From an optimization exercise on the open Yosys and OpenROAD flow, aimed at small area, a short achievable clock period and few clock cycles per item; shortcuts taken in it are not production practice.
In this exercise RTL edits were held to simulation tests only and were not proved equivalent to the original.

<file path="design/flow/run.sh">
#!/bin/bash
# synth_recipe.tcl (not shown) runs the flow's synth.tcl, then flattens the netlist and writes it again
# the make line also repeats each setting of config.mk as NAME=value (left out here)
make -C /OpenROAD-flow-scripts/flow DESIGN_CONFIG=/design/flow/config.mk WORK_HOME=/design/flow/orfs CLKGATE_MAP_FILE= SYNTH_SCRIPT=/design/flow/synth_recipe.tcl finish
</file>
<file path="design/flow/constraint.sdc">
create_clock -name core_clock -period 7.0 [get_ports {clk_i}]
set_input_delay 1.4000 -clock core_clock [delete_from_list [all_inputs] [get_ports {clk_i}]]
set_output_delay 1.4000 -clock core_clock [all_outputs]
set_load 0.01 [all_outputs]
</file>
<file path="design/flow/design.v">
`timescale 1ns / 1ps
package gdd_pkg;
  localparam int DayW   = 5;
  localparam int MonthW = 4;
  localparam int YearW  = 14;
  localparam int CountW = 22;
  localparam int OrdW   = 23;   
endpackage
`timescale 1ns / 1ps
module gdd_ctrl (
  input  logic clk_i,
  input  logic rst_ni,
  input  logic in_valid_i,
  output logic in_ready_o,
  input  logic out_ready_i,
  output logic out_valid_o,
  output logic adv_o
);
  logic [1:0] mid_valid_q;
  logic       out_valid_q, adv;
  assign adv         = !out_valid_q || out_ready_i;
  assign in_ready_o  = adv;
  assign adv_o       = adv;
  assign out_valid_o = out_valid_q;
  always_ff @(posedge clk_i or negedge rst_ni) begin
    if (!rst_ni) begin
      mid_valid_q <= '0;
      out_valid_q <= 1'b0;
    end else if (adv) begin
      mid_valid_q <= {mid_valid_q[0], in_valid_i};
      out_valid_q <= mid_valid_q[1];
    end
  end
endmodule
`timescale 1ns / 1ps
import gdd_pkg::*;
module gdd_cent (
  input  logic [YearW-1:0] year_i,
  output logic [7:0]       c_o,
  output logic             y100_o
);
  logic [11:0] x;
  logic [22:0] p;       
  always_comb begin
    x      = year_i[13:2];
    p      = {x, 10'd0} + {3'd0, x, 8'd0} + {6'd0, x, 5'd0} - {11'd0, x};
    c_o    = p[22:15];
    y100_o = (year_i[1:0] == 2'b00) && (p[14:0] < 15'd1280);
  end
endmodule
module gdd_doy (
  input  logic [MonthW-1:0] month_i,
  input  logic [1:0]        y0_i,      
  input  logic [7:0]        c_i,
  input  logic              y100_i,
  output logic              k_o,
  output logic [10:0]       t_o        
);
  logic [8:0]  dbm;
  logic [10:0] y365;
  always_comb begin
    k_o = (y0_i != 2'b00) || (month_i >= 4'd3) || (y100_i && (c_i[1:0] != 2'b00));
    case (month_i)
      4'd0, 4'd1: dbm = 9'd0;
      4'd2:       dbm = 9'd31;
      4'd3:       dbm = 9'd59;
      4'd4:       dbm = 9'd90;
      4'd5:       dbm = 9'd120;
      4'd6:       dbm = 9'd151;
      4'd7:       dbm = 9'd181;
      4'd8:       dbm = 9'd212;
      4'd9:       dbm = 9'd243;
      4'd10:      dbm = 9'd273;
      4'd11:      dbm = 9'd304;
      4'd12:      dbm = 9'd334;
      default:    dbm = 9'd365;
    endcase
    case (y0_i)
      2'd0:    y365 = 11'd0;
      2'd1:    y365 = 11'd365;
      2'd2:    y365 = 11'd730;
      default: y365 = 11'd1095;
    endcase
    t_o = y365 + 11'(dbm);
  end
endmodule
module gdd_dp (
  input  logic                clk_i,
  input  logic                adv_i,
  input  logic [DayW-1:0]     start_day_i,
  input  logic [MonthW-1:0]   start_month_i,
  input  logic [YearW-1:0]    start_year_i,
  input  logic [DayW-1:0]     end_day_i,
  input  logic [MonthW-1:0]   end_month_i,
  input  logic [YearW-1:0]    end_year_i,
  output logic [CountW-1:0]   day_count_o,
  output logic                end_before_start_o
);
  logic [7:0]        c_d    [2];
  logic              y100_d [2];
  logic [7:0]        c_q    [2];
  logic              y100_q [2];
  logic [1:0]        y0_q   [2];
  logic [MonthW-1:0] m_q    [2];
  logic [DayW-1:0]   d_q    [2];
  logic [12:0]       dx1_d, dx1_q;    
  logic              k      [2];
  logic [10:0]       t      [2];
  logic [12:0]       dx_q;            
  logic [12:0]       dv_d, dv_q;      
  logic [15:0]       u;
  logic [23:0]       diff;
  logic [CountW-1:0] day_count_d, day_count_q;
  logic              ebs_d, ebs_q;
  gdd_cent u_cent_a (.year_i(start_year_i), .c_o(c_d[0]), .y100_o(y100_d[0]));
  gdd_cent u_cent_b (.year_i(end_year_i),   .c_o(c_d[1]), .y100_o(y100_d[1]));
  assign dx1_d = {1'b0, end_year_i[13:2]} - {1'b0, start_year_i[13:2]};
  for (genvar l = 0; l < 2; l++) begin : g_doy
    gdd_doy u_doy (.month_i(m_q[l]), .y0_i(y0_q[l]), .c_i(c_q[l]), .y100_i(y100_q[l]),
                   .k_o(k[l]), .t_o(t[l]));
  end
  assign dv_d = 13'(t[1]) + 13'(d_q[1]) + 13'(k[1]) + 13'(c_q[0]) + 13'(c_q[1][7:2])
              - 13'(t[0]) - 13'(d_q[0]) - 13'(k[0]) - 13'(c_q[1]) - 13'(c_q[0][7:2]);
  always_comb begin
    u     = {{3{dx_q[12]}}, dx_q} + {dx_q[12], dx_q, 2'b00};
    diff  = {u, 8'd0} + {{3{u[15]}}, u, 5'd0} + {{6{u[15]}}, u, 2'd0}
          + {{11{dx_q[12]}}, dx_q} + {{11{dv_q[12]}}, dv_q};
    ebs_d = diff[23];
    if (diff[23]) begin
      day_count_d = '0;
    end else if (diff[22]) begin
      day_count_d = '1;
    end else begin
      day_count_d = diff[CountW-1:0];
    end
  end
  always_ff @(posedge clk_i) begin
    if (adv_i) begin
      c_q[0]      <= c_d[0];
      c_q[1]      <= c_d[1];
      y100_q[0]   <= y100_d[0];
      y100_q[1]   <= y100_d[1];
      y0_q[0]     <= start_year_i[1:0];
      y0_q[1]     <= end_year_i[1:0];
      m_q[0]      <= start_month_i;
      m_q[1]      <= end_month_i;
      d_q[0]      <= start_day_i;
      d_q[1]      <= end_day_i;
      dx1_q       <= dx1_d;
      dx_q        <= dx1_q;
      dv_q        <= dv_d;
      day_count_q <= day_count_d;
      ebs_q       <= ebs_d;
    end
  end
  assign day_count_o        = day_count_q;
  assign end_before_start_o = ebs_q;
endmodule
`timescale 1ns / 1ps
import gdd_pkg::*;
module gregorian_date_difference (
  input  logic        clk_i,
  input  logic        rst_ni,
  input  logic        in_valid_i,
  output logic        in_ready_o,
  input  logic [4:0]  start_day_i,
  input  logic [3:0]  start_month_i,
  input  logic [13:0] start_year_i,
  input  logic [4:0]  end_day_i,
  input  logic [3:0]  end_month_i,
  input  logic [13:0] end_year_i,
  output logic        out_valid_o,
  input  logic        out_ready_i,
  output logic [21:0] day_count_o,
  output logic        end_before_start_o
);
  logic adv;
  gdd_ctrl u_ctrl (
    .clk_i       (clk_i),
    .rst_ni      (rst_ni),
    .in_valid_i  (in_valid_i),
    .in_ready_o  (in_ready_o),
    .out_ready_i (out_ready_i),
    .out_valid_o (out_valid_o),
    .adv_o       (adv)
  );
  gdd_dp u_dp (
    .clk_i              (clk_i),
    .adv_i              (adv),
    .start_day_i        (start_day_i),
    .start_month_i      (start_month_i),
    .start_year_i       (start_year_i),
    .end_day_i          (end_day_i),
    .end_month_i        (end_month_i),
    .end_year_i         (end_year_i),
    .day_count_o        (day_count_o),
    .end_before_start_o (end_before_start_o)
  );
endmodule
</file>
<file path="design/flow/config.mk">
export PLATFORM = sky130hd
export DESIGN_NAME = gregorian_date_difference
export DESIGN_NICKNAME = gregorian_date_difference
export VERILOG_FILES = /design/flow/design.v
export SDC_FILE = /design/flow/constraint.sdc
export NUM_CORES = 4
export LEC_CHECK = 0
export CAP_MARGIN = 20
export CORE_MARGIN = 2
export CORE_UTILIZATION = 40
export SLEW_MARGIN = 20
</file>
==> qor.yml <==
global_route:
  grt_pass1_wl_mm: 43.0
  grt_max_degree: 53
  globalRouteMet3Util: 0.0259
  grtUsageMet2: 0.280
  globalRouteMet1Util: 0.206
  grt_pass1_vias: 8996
  antenna_found_initial: 1
  grt_usage: 0.161
  grt.busiest_layer: "met2"
  overflow: 0
synth:
  synth_warnings: 18
  synth_seq_area_share: 0.268
  synth_top_cell_area_share: 0.235
  synth_area_leaders: "edfxtp_1, ha_1, fa_1"
  synth_area_um2: 13000
  synthArstFlopShare: 0.0244
  ys_seq_elements: 123
  synth_edf_count: 102
  syn_avg_cell_area_um2: 10.4
  syn_nets: 1632
  yosys_most_used_dff: "edfxtp_1"
  syn_inst: 1253
  yosysTopAreaCell: "edfxtp_1"
  post_synth_num_cell_types: 73
sta:
  fin_crit_ps: 6590
  fin_worst_skew_ps: 11.2
  setup_viol: 0
  worst_pin_slew_ps: 926
  finalCritPeriodShare: 0.941
  finalHoldViolations: 0
  whs_ps: 413
  fmax_ghz: 0.152
  drv_slew: 0
  slew_headroom: 0.365
setup_path:
  cp_data_required_time_ps: 7170
  critical_path_peak_fanout: 23
  crit_path_end_kind: "flip-flop"
  slowest_stage: "fa_1"
  startpoint_type: "flip-flop"
  r2r_cells: 26
  slowest_delay_ps: 560
  path_delay_family: "compound AO/OA/AOI/OAI gates"
  r2r_start: "u_dp.dx_q[0]$_DFFE_PN_"
  critPathKind: "flip-flop to flip-flop"
  crit_buf_inv: 5
  ff2ff_setup_slack_ps: 410
  arrival_ps: 6760
  cp.depth: 26
  r2r_end: "u_dp.day_count_q[6]$_SDFFCE_PP0N_"
floorplanning:
  start_util: 0.404
  core-area_um2: 32300
  top_level_ports: 75
  die_w_um: 184
  dieHeight_um: 184
  dieArea_um2: 34000
  fp-row-count: 66
drt:
  first_iter_violations: 300
  drc_errors: 0
  drt-pass1-iter-count: 4
  vias: 8691
  final_antenna_net_count: 0
  drt_wl_total_mm: 25.6
  wire_per_inst_um: 14.2
  via_per_inst: 4.84
place:
  place_congestion: 0.846
  dp_hpwl_mm: 21.6
  dp_cells: 1765
  portBuffers: 74
  placed_cell_area_um2: 14300
cells_and_area:
  final_common_cell: "inv_1"
  layout_common_cells: "inv_1, ha_1, fa_1"
  drive_gt1_frac: 0.0487
  final_cell_count_no_fill: 1796
  antenna_cells: 0
  final_area_um2: 14900
  nets: 1721
  syn_to_final_growth_pct: 14.6
clock_network:
  htree_levels: 4
  cts-root-buf: "clkbuf_16"
  clock-sinks: 123
  post-cts-setup-buffers: 0
  numCtsBuffers: 17
  clockBufferDepth: 2
  clk_pin_slew_ps: 60
  cts_tree: "done"
  clk_latency_ps: 420
min_path:
  hold_depth: 0
  min-delay-start: "u_dp.dx1_q[1]$_DFFE_PN_"
  hold-path-endpoint: "u_dp.dx_q[1]$_DFFE_PN_"
  hp-class: "flip-flop to flip-flop"
outcome:
  status: "timing/DRC/antenna clean"
run:
  maxCapViolations: 0
==> timing repair <==
item / in CTS / in global routing
resized for setup: 0 / 2
setup endpoints to repair: 0 / 23
endpoints found under the hold margin: 0 / 0
hold buffers: 0 / 0
==> cells in the mapped netlist (5+ instances only) <==
library cell,n
a211oi_1,10
a21o_1,26
a21oi_1,61
and3_1,9
clkbuf_1,6
dfxtp_1,18
edfxtp_1,102
fa_1,115
ha_1,214
inv_1,257
mux2_2,5
mux2i_1,15
nand2_1,41
nand2b_1,5
nand3_1,7
nand4_1,5
nor2_1,62
nor2b_1,8
nor3_1,17
o211ai_1,10
o21a_1,32
o21ai_0,42
o21bai_1,10
or2_2,6
xnor2_1,50
xor2_1,35
==> flip-flops by register name (all words and copies together) (netlist names), 8 cells and up <==
| name | flops |
|---|---|
| u_dp.c_q | 16 |
| u_dp.dx_q | 13 |
| u_dp.m_q | 8 |
| u_dp.dv_q | 13 |
| u_dp.dx1_q | 13 |
| u_dp.g_doy.u_doy.dbm | 18 |
| u_dp.day_count_q | 22 |
| u_dp.d_q | 10 |
==> through the flow <==
stage / TNS, ps / setup WS (ps) / utilization
floorplan: 0 / 313 / -
global placement: 0 / 490 / 0.444
detailed placement: 0 / 300 / 0.444
CTS: 0 / 270 / 0.462
global route: -21.3 / -8.77 / 0.463
finish: 0 / 410 / 0.463
==> final cells by class <==
type | instances | area (um^2)
Clock buffer | 17 | 425
Timing Repair Buffer | 79 | 778
Multi-Input combinational cell | 863 | 8540
Fill cell | 3034 | 17400
Tap cell | 442 | 553
Clock inverter | 14 | 171
Sequential cell | 123 | 3500
Inverter | 258 | 968
==> cells by family after synthesis <==
logic type                 count (synthesis)  share of synthesized area
adders and majority gates                329                      0.382
xor gates and xnor gates                  85                     0.0571
AOI/OAI and AO/OA                        246                      0.130
muxes                                     20                     0.0158
DFF                                      123                      0.268
and+or+nand+nor                          183                     0.0680
buffers and inverters                    267                     0.0782
==> per-layer routing <==
layer	share of wire	wire length, um	vias to the layer above
met5	0	0	-
met4	0.020	511	0
met2	0.49	12400	116
met3	0.023	598	23
li1	-	-	4441
met1	0.47	12000	4111
==> worst register-to-register path, delay by kind of cell (launching register included) <==
kind	cells	cell delay (ps)
muxes	1	180
buffers and inverters	5	430
xor gates and xnor gates	1	230
and+or+nand+nor	1	60
adders and majority gates	6	2420
AOI/OAI and AO/OA	12	2520
DFF	1	500
==> worst max-delay path by stage <==
stage	startpoint	end	slack, ps
3_5_place_dp	u_dp.dx_q[0]$_DFFE_PN_	u_dp.day_count_q[6]$_SDFFCE_PP0N_	300
3_3_place_gp	u_dp.dx_q[0]$_DFFE_PN_	u_dp.day_count_q[15]$_SDFFCE_PP0N_	490
4_1_cts	u_dp.dx_q[0]$_DFFE_PN_	u_dp.day_count_q[6]$_SDFFCE_PP0N_	270
2_1_floorplan	out_ready_i	u_dp.g_doy[0].u_doy.dbm[5]$_DFF_P_	310
6_report	u_dp.dx_q[0]$_DFFE_PN_	u_dp.day_count_q[6]$_SDFFCE_PP0N_	410
5_1_grt	u_dp.dx_q[0]$_DFFE_PN_	u_dp.day_count_q[15]$_SDFFCE_PP0N_	-9
Testbench counts, summed over its fixed seeds: cycles 4,824, items 4,800.

-- afterwards: timing with drivers on the ports --
The flow's constraints put no driver on any port. The routed layout listed below was extracted and timed again, unchanged, in two steps.
Step 1 (the two cells are an assumption about what drives the block):
set clk [get_ports {clk_i}]
set_driving_cell -lib_cell sky130_fd_sc_hd__clkbuf_16 $clk
set_driving_cell -lib_cell sky130_fd_sc_hd__buf_2 [delete_from_list [all_inputs] $clk]
Step 2 moves the port delays by t, midway between the first and last clock arrival at a register: inputs arrive t later, outputs are due t later. That takes back most of the time a late clock gives input paths.
a / b / c = ideal / step 1 / step 2; a / b = the first two.
shift t [ns]: 0.467
setup WS [ns]: 0.410 / 0.410 / 0.410
hold slack, ns: 0.413 / 0.413 / 0.413
After both steps this run still meets setup and hold. The setup slack of this run moves by 0.000 ns with the drivers and by 0.000 ns with both steps.
